From an optimization exercise on the open Yosys and OpenROAD flow, aimed at a short achievable clock period and few clock cycles; shortcuts taken in it are not production practice. Function was checked by simulation only, so behaviour that the tests miss may differ from the original. No activity file was given, so power comes from the tool's default toggle rates.

===== run.sh =====
#!/bin/bash
# synth_recipe.tcl (not shown) runs the flow's synth.tcl, then flattens the netlist and writes it again
# the make line also repeats each setting of config.mk as NAME=value (left out here)
make -C /OpenROAD-flow-scripts/flow DESIGN_CONFIG=/design/flow/config.mk WORK_HOME=/design/flow/orfs CLKGATE_MAP_FILE= SYNTH_SCRIPT=/design/flow/synth_recipe.tcl finish

===== design.v =====
`timescale 1ns/100ps
package rv_pkg;
	typedef struct packed {
		logic [6:0]	funct7;
		logic [4:0]	rs2;
		logic [4:0]	rs1;
		logic [2:0]	funct3;
		logic [4:0]	rd;
		logic [6:0]	opcode;
	} r_fmt_t;
	typedef struct packed {
		logic [11:0]	imm;
		logic [4:0]		rs1;
		logic [2:0]		funct3;
		logic [4:0]		rd;
		logic [6:0]		opcode;
	} i_fmt_t;
	typedef struct packed {
		logic [6:0]	imm_hi;
		logic [4:0]	rs2;
		logic [4:0]	rs1;
		logic [2:0]	funct3;
		logic [4:0]	imm_lo;
		logic [6:0]	opcode;
	} s_fmt_t;
	typedef struct packed {
		logic		imm12;
		logic [5:0]	imm10_5;
		logic [4:0]	rs2;
		logic [4:0]	rs1;
		logic [2:0]	funct3;
		logic [3:0]	imm4_1;
		logic		imm11;
		logic [6:0]	opcode;
	} b_fmt_t;
	typedef struct packed {
		logic [19:0]	imm;
		logic [4:0]		rd;
		logic [6:0]		opcode;
	} u_fmt_t;
	typedef struct packed {
		logic		imm20;
		logic [9:0]	imm10_1;
		logic		imm11;
		logic [7:0]	imm19_12;
		logic [4:0]	rd;
		logic [6:0]	opcode;
	} j_fmt_t;
	typedef union packed {
		r_fmt_t	r_fmt;
		i_fmt_t	i_fmt;
		s_fmt_t	s_fmt;
		b_fmt_t	b_fmt;
		u_fmt_t	u_fmt;
		j_fmt_t	j_fmt;
	} instr_u;
	typedef enum logic [3:0] {
		ALU_ADD, ALU_SUB, ALU_AND, ALU_OR, ALU_XOR,
		ALU_SLL, ALU_SRL, ALU_SRA, ALU_SLT, ALU_SLTU
	} alu_op_e;
	typedef struct packed {
		alu_op_e	alu_op;
		logic		src_a_pc;
		logic		src_b_imm;
		logic		reg_we;
		logic		mem_we;
		logic		mem_re;
		logic		is_branch;
		logic		is_jal;
		logic		is_jalr;
		logic		wb_link;
		logic [2:0]	funct3;
	} ex_ctrl_t;
	typedef struct packed {
		logic				valid;
		logic [32-1:0]	pc;
		logic [32-1:0]	rs1_data;
		logic [32-1:0]	rs2_data;
		logic [32-1:0]	imm;
		logic [4:0]			rs1;
		logic [4:0]			rs2;
		logic [4:0]			rd;
		ex_ctrl_t			ctrl;
	} de_stage_t;
	typedef struct packed {
		logic				valid;
		logic [32-1:0]	pc;
		logic [4:0]			rd;
		logic				reg_we;
		logic				is_load;
		logic [32-1:0]	value;
	} ew_stage_t;
	typedef struct packed {
		logic				re;
		logic				we;
		logic [32-1:0]	addr;
		logic [32-1:0]	wdata;
	} dmem_req_t;
	typedef struct packed {
		logic				valid;
		logic [32-1:0]	pc;
		logic [4:0]			rd;
		logic				we;
		logic [32-1:0]	value;
	} retire_t;
	typedef struct packed {
		logic				we;
		logic [4:0]			rd;
		logic [32-1:0]	value;
	} wb_fwd_t;
endpackage
`timescale 1ns/100ps
module rv_regfile (
	input  logic				i_clk,
	input  logic				i_rstn,
	input  logic [4:0]			i_rs1,
	input  logic [4:0]			i_rs2,
	input  rv_pkg::wb_fwd_t		i_wb,
	output logic [32-1:0]	o_rs1_data,
	output logic [32-1:0]	o_rs2_data
);
	logic [32-1:0]	regs [1:31];
	always_ff @(posedge i_clk) begin
		if (i_wb.we && i_wb.rd != 5'd0) begin
			regs[i_wb.rd] <= i_wb.value;
		end
	end
	assign o_rs1_data = (i_rs1 == 5'd0) ? '0 :
		(i_wb.we && i_wb.rd == i_rs1) ? i_wb.value : regs[i_rs1];
	assign o_rs2_data = (i_rs2 == 5'd0) ? '0 :
		(i_wb.we && i_wb.rd == i_rs2) ? i_wb.value : regs[i_rs2];
endmodule
`timescale 1ns/100ps
module rv_decode (
	input  logic				i_clk,
	input  logic				i_rstn,
	output logic [32-1:0]	o_imem_addr,
	input  logic [32-1:0]	i_imem_data,
	input  logic				i_redirect_valid,
	input  logic [32-1:0]	i_redirect_pc,
	input  rv_pkg::wb_fwd_t		i_wb,
	output rv_pkg::de_stage_t	o_de
);
	logic [32-1:0]	pc;
	logic				fd_valid;
	logic [32-1:0]	fd_pc;
	rv_pkg::instr_u		fd_instr;
	rv_pkg::ex_ctrl_t	ctrl;
	logic [32-1:0]	imm;
	logic [4:0]			rs1;
	logic [32-1:0]	rs1_data;
	logic [32-1:0]	rs2_data;
	function automatic rv_pkg::alu_op_e alu_sel(input logic [2:0] f3, input logic alt);
		case (f3)
			3'b000:	alu_sel = alt ? rv_pkg::ALU_SUB : rv_pkg::ALU_ADD;
			3'b001:	alu_sel = rv_pkg::ALU_SLL;
			3'b010:	alu_sel = rv_pkg::ALU_SLT;
			3'b011:	alu_sel = rv_pkg::ALU_SLTU;
			3'b100:	alu_sel = rv_pkg::ALU_XOR;
			3'b101:		alu_sel = alt ? rv_pkg::ALU_SRA : rv_pkg::ALU_SRL;
			3'b110:		alu_sel = rv_pkg::ALU_OR;
			default:	alu_sel = rv_pkg::ALU_AND;
		endcase
	endfunction
	assign o_imem_addr = pc;
	always_ff @(posedge i_clk) begin
		if (!i_rstn) begin
			pc			<= 32'h0000_0000;
			fd_valid	<= 1'b0;
		end else begin
			pc			<= i_redirect_valid ? i_redirect_pc : pc + 32'd4;
			fd_valid	<= !i_redirect_valid;
		end
	end
	always_ff @(posedge i_clk) begin
		fd_pc		<= pc;
		fd_instr	<= i_imem_data;
	end
	always_comb begin
		ctrl		= '0;
		ctrl.funct3	= fd_instr.r_fmt.funct3;
		imm			= {{20{fd_instr.i_fmt.imm[11]}}, fd_instr.i_fmt.imm};
		rs1			= fd_instr.r_fmt.rs1;
		case (fd_instr.r_fmt.opcode)
			7'b0110011: begin
				ctrl.alu_op	= alu_sel(fd_instr.r_fmt.funct3, fd_instr.r_fmt.funct7[5]);
				ctrl.reg_we	= 1'b1;
			end
			7'b0010011: begin
				ctrl.alu_op		= alu_sel(fd_instr.r_fmt.funct3,
					fd_instr.r_fmt.funct3 == 3'b101 && fd_instr.r_fmt.funct7[5]);
				ctrl.src_b_imm	= 1'b1;
				ctrl.reg_we		= 1'b1;
			end
			7'b0110111: begin
				ctrl.src_b_imm	= 1'b1;
				ctrl.reg_we		= 1'b1;
				imm				= {fd_instr.u_fmt.imm, 12'b0};
				rs1				= 5'd0;
			end
			7'b0010111: begin
				ctrl.src_a_pc	= 1'b1;
				ctrl.src_b_imm	= 1'b1;
				ctrl.reg_we		= 1'b1;
				imm				= {fd_instr.u_fmt.imm, 12'b0};
			end
			7'b0000011: begin
				ctrl.src_b_imm	= fd_instr.i_fmt.funct3 == 3'b010;
				ctrl.reg_we		= fd_instr.i_fmt.funct3 == 3'b010;
				ctrl.mem_re		= fd_instr.i_fmt.funct3 == 3'b010;
			end
			7'b0100011: begin
				ctrl.src_b_imm	= fd_instr.s_fmt.funct3 == 3'b010;
				ctrl.mem_we		= fd_instr.s_fmt.funct3 == 3'b010;
				imm = {{20{fd_instr.s_fmt.imm_hi[6]}}, fd_instr.s_fmt.imm_hi,
					fd_instr.s_fmt.imm_lo};
			end
			7'b1100011: begin
				ctrl.is_branch	= 1'b1;
				imm = {{20{fd_instr.b_fmt.imm12}}, fd_instr.b_fmt.imm11,
					fd_instr.b_fmt.imm10_5, fd_instr.b_fmt.imm4_1, 1'b0};
			end
			7'b1101111: begin
				ctrl.is_jal		= 1'b1;
				ctrl.reg_we		= 1'b1;
				ctrl.wb_link	= 1'b1;
				imm = {{12{fd_instr.j_fmt.imm20}}, fd_instr.j_fmt.imm19_12,
					fd_instr.j_fmt.imm11, fd_instr.j_fmt.imm10_1, 1'b0};
			end
			7'b1100111: begin
				ctrl.is_jalr	= 1'b1;
				ctrl.reg_we		= 1'b1;
				ctrl.wb_link	= 1'b1;
			end
			default: begin
			end
		endcase
	end
	rv_regfile u_regfile (
		.i_clk			(i_clk						),
		.i_rstn			(i_rstn						),
		.i_rs1			(rs1						),
		.i_rs2			(fd_instr.r_fmt.rs2			),
		.i_wb			(i_wb						),
		.o_rs1_data		(rs1_data					),
		.o_rs2_data		(rs2_data					)
	);
	always_ff @(posedge i_clk) begin
		if (!i_rstn) begin
			o_de.valid	<= 1'b0;
		end else begin
			o_de.valid	<= fd_valid && !i_redirect_valid;
		end
		o_de.pc			<= fd_pc;
		o_de.rs1_data	<= rs1_data;
		o_de.rs2_data	<= rs2_data;
		o_de.imm		<= imm;
		o_de.rs1		<= rs1;
		o_de.rs2		<= fd_instr.r_fmt.rs2;
		o_de.rd			<= fd_instr.r_fmt.rd;
		o_de.ctrl		<= ctrl;
	end
endmodule
`timescale 1ns/100ps
module rv_execute (
	input  logic				i_clk,
	input  logic				i_rstn,
	input  rv_pkg::de_stage_t	i_de,
	input  rv_pkg::wb_fwd_t		i_wb,
	output logic				o_redirect_valid,
	output logic [32-1:0]	o_redirect_pc,
	output rv_pkg::dmem_req_t	o_dmem,
	output rv_pkg::ew_stage_t	o_ew
);
	logic [32-1:0]	rs1_val;
	logic [32-1:0]	rs2_val;
	logic [32-1:0]	op_a;
	logic [32-1:0]	op_b;
	logic [32-1:0]	alu_res;
	logic [32-1:0]	pc_plus4;
	logic [32-1:0]	jalr_sum;
	logic				taken;
	function automatic logic [32-1:0] fwd(input logic [4:0] idx,
		input logic [32-1:0] data, input rv_pkg::wb_fwd_t wb);
		fwd = (wb.we && wb.rd != 5'd0 && wb.rd == idx) ? wb.value : data;
	endfunction
	assign rs1_val	= fwd(i_de.rs1, i_de.rs1_data, i_wb);
	assign rs2_val	= fwd(i_de.rs2, i_de.rs2_data, i_wb);
	assign op_a		= i_de.ctrl.src_a_pc ? i_de.pc : rs1_val;
	assign op_b		= i_de.ctrl.src_b_imm ? i_de.imm : rs2_val;
	always_comb begin
		case (i_de.ctrl.alu_op)
			rv_pkg::ALU_SUB:	alu_res = op_a - op_b;
			rv_pkg::ALU_AND:	alu_res = op_a & op_b;
			rv_pkg::ALU_OR:		alu_res = op_a | op_b;
			rv_pkg::ALU_XOR:	alu_res = op_a ^ op_b;
			rv_pkg::ALU_SLL:	alu_res = op_a << op_b[4:0];
			rv_pkg::ALU_SRL:	alu_res = op_a >> op_b[4:0];
			rv_pkg::ALU_SRA:	alu_res = $signed(op_a) >>> op_b[4:0];
			rv_pkg::ALU_SLT:	alu_res = 32'($signed(op_a) < $signed(op_b));
			rv_pkg::ALU_SLTU:	alu_res = 32'(op_a < op_b);
			default:			alu_res = op_a + op_b;
		endcase
	end
	always_comb begin
		case (i_de.ctrl.funct3)
			3'b000:	taken = rs1_val == rs2_val;
			3'b001:	taken = rs1_val != rs2_val;
			3'b100:	taken = $signed(rs1_val) < $signed(rs2_val);
			3'b101:	taken = $signed(rs1_val) >= $signed(rs2_val);
			3'b110:	taken = rs1_val < rs2_val;
			3'b111:	taken = rs1_val >= rs2_val;
			default:	taken = 1'b0;
		endcase
	end
	assign pc_plus4	= i_de.pc + 32'd4;
	assign jalr_sum	= rs1_val + i_de.imm;
	assign o_redirect_valid = i_de.valid && (i_de.ctrl.is_jal || i_de.ctrl.is_jalr ||
		(i_de.ctrl.is_branch && taken));
	assign o_redirect_pc = i_de.ctrl.is_jalr ? {jalr_sum[32-1:1], 1'b0} :
		i_de.pc + i_de.imm;
	assign o_dmem.re	= i_de.valid && i_de.ctrl.mem_re;
	assign o_dmem.we	= i_de.valid && i_de.ctrl.mem_we;
	assign o_dmem.addr	= alu_res;
	assign o_dmem.wdata	= rs2_val;
	always_ff @(posedge i_clk) begin
		if (!i_rstn) begin
			o_ew.valid		<= 1'b0;
			o_ew.reg_we		<= 1'b0;
			o_ew.is_load	<= 1'b0;
		end else begin
			o_ew.valid		<= i_de.valid;
			o_ew.reg_we		<= i_de.valid && i_de.ctrl.reg_we;
			o_ew.is_load	<= i_de.valid && i_de.ctrl.mem_re;
		end
		o_ew.pc		<= i_de.pc;
		o_ew.rd		<= i_de.rd;
		o_ew.value	<= i_de.ctrl.wb_link ? pc_plus4 : alu_res;
	end
endmodule
`timescale 1ns/100ps
module rv_result (
	input  logic				i_clk,
	input  logic				i_rstn,
	input  rv_pkg::ew_stage_t	i_ew,
	input  logic [32-1:0]	i_dmem_rdata,
	output rv_pkg::wb_fwd_t		o_wb,
	output rv_pkg::retire_t		o_retire
);
	logic				wb_we;
	logic [32-1:0]	wb_value;
	assign wb_value	= i_ew.is_load ? i_dmem_rdata : i_ew.value;
	assign wb_we	= i_ew.valid && i_ew.reg_we && i_ew.rd != 5'd0;
	assign o_wb.we		= wb_we;
	assign o_wb.rd		= i_ew.rd;
	assign o_wb.value	= wb_value;
	assign o_retire.valid	= i_ew.valid;
	assign o_retire.pc		= i_ew.pc;
	assign o_retire.rd		= i_ew.rd;
	assign o_retire.we		= wb_we;
	assign o_retire.value	= wb_we ? wb_value : '0;
endmodule
`timescale 1ns/100ps
module rv_core (
	input  logic				i_clk,
	input  logic				i_rstn,
	output logic [32-1:0]	o_imem_addr,
	input  logic [32-1:0]	i_imem_data,
	output logic				o_dmem_re,
	output logic				o_dmem_we,
	output logic [32-1:0]	o_dmem_addr,
	output logic [32-1:0]	o_dmem_wdata,
	input  logic [32-1:0]	i_dmem_rdata,
	output logic				o_retire_valid,
	output logic [32-1:0]	o_retire_pc,
	output logic [4:0]			o_retire_rd,
	output logic				o_retire_we,
	output logic [32-1:0]	o_retire_value
);
	rv_pkg::dmem_req_t	dmem;
	rv_pkg::retire_t	retire;
	rv_pkg::de_stage_t	de;
	rv_pkg::ew_stage_t	ew;
	rv_pkg::wb_fwd_t	wb;
	logic				redirect_valid;
	logic [32-1:0]	redirect_pc;
	rv_decode u_decode (
		.i_clk				(i_clk				),
		.i_rstn				(i_rstn				),
		.o_imem_addr		(o_imem_addr		),
		.i_imem_data		(i_imem_data		),
		.i_redirect_valid	(redirect_valid		),
		.i_redirect_pc		(redirect_pc		),
		.i_wb				(wb					),
		.o_de				(de					)
	);
	rv_execute u_execute (
		.i_clk				(i_clk				),
		.i_rstn				(i_rstn				),
		.i_de				(de					),
		.i_wb				(wb					),
		.o_redirect_valid	(redirect_valid		),
		.o_redirect_pc		(redirect_pc		),
		.o_dmem				(dmem				),
		.o_ew				(ew					)
	);
	rv_result u_result (
		.i_clk				(i_clk				),
		.i_rstn				(i_rstn				),
		.i_ew				(ew					),
		.i_dmem_rdata		(i_dmem_rdata		),
		.o_wb				(wb					),
		.o_retire			(retire			)
	);
	assign o_dmem_re		= dmem.re;
	assign o_dmem_we		= dmem.we;
	assign o_dmem_addr		= dmem.addr;
	assign o_dmem_wdata		= dmem.wdata;
	assign o_retire_valid	= retire.valid;
	assign o_retire_pc		= retire.pc;
	assign o_retire_rd		= retire.rd;
	assign o_retire_we		= retire.we;
	assign o_retire_value	= retire.value;
endmodule

===== constraint.sdc =====
create_clock -name core_clock -period 10.0 [get_ports {i_clk}]
set_input_delay 2.0000 -clock core_clock [delete_from_list [all_inputs] [get_ports {i_clk}]]
set_output_delay 2.0000 -clock core_clock [all_outputs]
set_load 0.01 [all_outputs]

===== config.mk =====
export PLATFORM = sky130hd
export DESIGN_NAME = rv_core
export DESIGN_NICKNAME = rv_core
export VERILOG_FILES = /design/flow/design.v
export SDC_FILE = /design/flow/constraint.sdc
export NUM_CORES = 4
export LEC_CHECK = 0
export CAP_MARGIN = 20
export CORE_MARGIN = 2
export CORE_UTILIZATION = 40
export SETUP_SLACK_MARGIN = 0.2
export SLEW_MARGIN = 20

==> run summary <==
-- final cells by class --
| cell class | instances | area (um2) |
|---|---|---|
| clock inverter | 79 | 903 |
| fill | 16200 | 94400 |
| sequential | 1321 | 36400 |
| clock buffer | 182 | 3820 |
| timing repair buffer | 558 | 4860 |
| multi-input combinational | 4296 | 32400 |
| antenna | 3 | 7.51 |
| inverter | 209 | 810 |
| tap | 2340 | 2930 |
-- registers in the layout, indices dropped and copies added, names as in the netlist --
signal	count
u_decode.fd_instr	32
u_decode.u_regfile.regs	992
u_decode.fd_valid	1
u_decode.o_de	160
u_execute.o_ew	72
u_decode.fd_pc	32
u_decode.pc	32
-- cells by family (layout without fill, tap and decap cells) --
group / count (synthesis) / in the layout
multiplexers: 575 / 575
AND/OR/NAND/NOR: 1830 / 1830
buffers and inverters: 718 / 1028
adder cells (fa/ha/maj): 196 / 196
AO/OA/AOI/OAI: 1556 / 1556
flip-flops: 1321 / 1321
other: 0 / 3
XOR/XNOR: 139 / 139
-- final timing paths --
path                 startpoint                 end  slack (ns)
max            i_dmem_rdata[18]     o_dmem_addr[27]        0.24
min          u_decode.fd_pc[25]  u_decode.o_de[152]        0.32
max reg2reg  u_execute.o_ew[36]  u_execute.o_ew[27]        3.07
min reg2reg  u_decode.fd_pc[25]  u_decode.o_de[152]        0.32
-- metrics by stage --
stage	utilization, %	hold WS, ns	worst slack, ns	power (uW)	area, um2
final	46.5	0.322	0.242	16300	82100
after global routing	46.5	0.327	0.211	16800	82100
after CTS	46.5	0.319	0.219	16200	82100
after detailed placement	43.8	0.312	-0.209	10900	77300
after global placement	43.8	0.310	-0.0990	10900	77300
after floorplan	-	0.310	2.04	8910	71300
-- power by group --
group          switching, uW  total (uW)  internal, uW
clock network           2380        5380          3000
registers                106        6670          6560
logic                   2950        4270          1320
total                   5440       16300         10900
-- timing repair --
item / CTS / global route
endpoints found under the setup margin: 5 / 3
buffers inserted: 0 / 2
resized for setup: 4 / 2
-- layout by cell type, fill, tap and decap left out, types with 87 or more instances in the layout --
master | synthesis | final
o21ai_0 | 243 | 238
o221ai_1 | 228 | 228
xnor2_1 | 87 | 87
clkdlybuf4s50_1 | 0 | 234
mux2i_1 | 212 | 210
a31oi_1 | 179 | 179
edfxtp_1 | 992 | 992
inv_1 | 197 | 195
ha_1 | 192 | 192
a21oi_1 | 306 | 306
nor2_1 | 403 | 368
a211oi_1 | 114 | 114
dfxtp_1 | 329 | 320
nand2_1 | 777 | 770
mux4_2 | 290 | 290
clkbuf_16 | 0 | 146
nand3_1 | 299 | 298
buf_4 | 44 | 317
-- layer usage --
layer | vias up | track usage (%) | share of wire (%) | wire length, um
li1 | 24700 | - | - | -
met2 | 3737 | 53.2 | 45 | 143000
met5 | - | 0 | 0.023 | 73
met1 | 29300 | 41.5 | 36 | 115000
met3 | 972 | 7.14 | 9.3 | 29400
met4 | 10 | 25.6 | 9.0 | 28500
==> impl_metrics.toml <==
[synthesis]
synth_ff_type = "edfxtp_1"
synth.cell_area_um2 = 71300
syn_inst = 6335
synth_edf_count = 992
synth_most_common_cell = "edfxtp_1"
avgSynthCellArea_um2 = 11.2
synth_top_area_cell = "edfxtp_1"
yosysSeqAreaShare_pct = 51.1
synth-simple-area-share_pct = 11.4
synth_compound_area_share_pct = 15.0
synthAdderAreaFrac_pct = 3.48
synth_seq_cells = 1321
synth_xor_area_share_pct = 1.71
ys_warn_count = 3
synthArstFlopShare_pct = 0
synth_top_area_share_pct = 41.8
synth_common_cells = "edfxtp_1 (992), nand2_1 (777), nor2_1 (403)"
syn_nets = 6597
synthTopCellsByArea = "edfxtp_1 (42%), dfxtp_1 (9.2%), mux4_2 (9.2%), nand2_1 (4.1%), ha_1 (3.4%)"
synth_top_family_by_area = "compound AO/OA/AOI/OAI gates"
ys_types = 90
synthMuxAreaShare_pct = 13.3

[sta]
relSlewSlack_pct = 13.6
finalSetupViolCount = 0
worstMarginPinSlew_ns = 1.28
fin_setup_tns_ns = 0
rsz0062_at_grt = "false"
fin_worst_skew_ns = 0.0433
max_freq_ghz = 0.102
finalHoldViolations = 0
finalCriticalPeriod_ns = 9.76
fin_crit_sh_pct = 97.6
slew_viol_final = 0

[setup_path]
crit_required_ns = 8.00
slowest_delay_ns = 0.72
worstPathCellList = "clkdlybuf4s50_1 > mux2i_1 > buf_4 > nand2_1 > o21ai_0 > o21ai_0 > ha_1 > buf_4 > or4_1 > nor4_1 > o21a_1 > o21ai_0 > o21a_1 > and2_1 > o32a_1 > or3_1 > clkdlybuf4s50_1"
crit_path_frequent_cell = "o21ai_0"
cp_top_family = "compound AO/OA/AOI/OAI gates"
slowest_stage = "o21ai_0"
critPathKind = "in -> out"
rr_worst_depth = 18
worstPathMaxFanout = 12
cp.arrival_ns = 7.76
startpoint_type = "input pin"
crit_path_end_kind = "primary output"
path_depth = 17
crit_buf_inv = 4

[routing]
wl_mm = 315
drt-wirelength-per-cell_um = 35.1
drc = 0
viasPerCell = 6.53
drt-pass1-iter-count = 8
postRouteAntennaNets = 0
vias = 58700
drt_iter0_drc = 8182

[layout]
final_cells = 8988
layout-drive-gt1-share_pct = 15.1
syn_to_final_growth_pct = 15.2
nNetsFinal = 6794

[die]
pin_count = 235
chipWidth_um = 426
core_area_um2 = 176000
dieArea_um2 = 182000
fp.dieH_um = 426
core.rowCount = 154
start_util_pct = 40.4

[min_path]
hold_path.class = "reg -> reg"
min_path_cells = 0

[cts]
cts_hold_buf = 0
cts_buffers = 146
h-tree-depth = 4
clock_sinks = 1321
clk_latency_ns = 0.85
cts_root_buffer = "clkbuf_16"
cts_tree = "done"
clk_pin_slew_worst_paths_ns = 0.06
clockBufferDepth = 3

[placed_design]
globalplace.congestion = 1.05
port_buffers = 234
place_hpwl_mm = 209
dp_cells = 8722

[flow_run]
max_cap_viol_count = 0

[power]
leakage_uw = 0.0288
ir_worst_vdd_mv = 0.131
p_per_area_nw_per_um2 = 199

[grt]
grt-ovfl-total = 0
grt_pass1_vias = 56200
grt_max_degree = 134
antenna_found_initial = 13
grt_first_pass_wirelength_mm = 436
track_usage_pct = 34.0

[outcome]
status = "no timing/DRC/antenna violations"
Testbench counts, summed over its fixed seeds: cycles 235,427.

==> port drivers added, routing unchanged <==
How much do the figures lean on ideal ports? The routed layout below was timed once more, with nothing changed but the port constraints.
Step 1: set_driving_cell puts a clkbuf_16 on i_clk and a buf_2 on each other input, an assumption about the parent block.
Step 2 moves the port delays by t, midway between the first and last clock arrival at a register: inputs arrive t later, outputs are due t later. That takes back most of the time a late clock gives input paths.
a / b / c = ideal ports / drivers / drivers and shift; a / b = the first two.
t (ns): 0.918
slack for setup (ns): 0.242 / 0.210 / 0.210
worst hold slack (ns): 0.322 / 0.322 / 0.322
worst slew at a driven data input, ns: 0.06
After both steps setup and hold are still met in this run. The setup slack of this run moves by -0.032 ns with the drivers and by -0.032 ns with both steps.
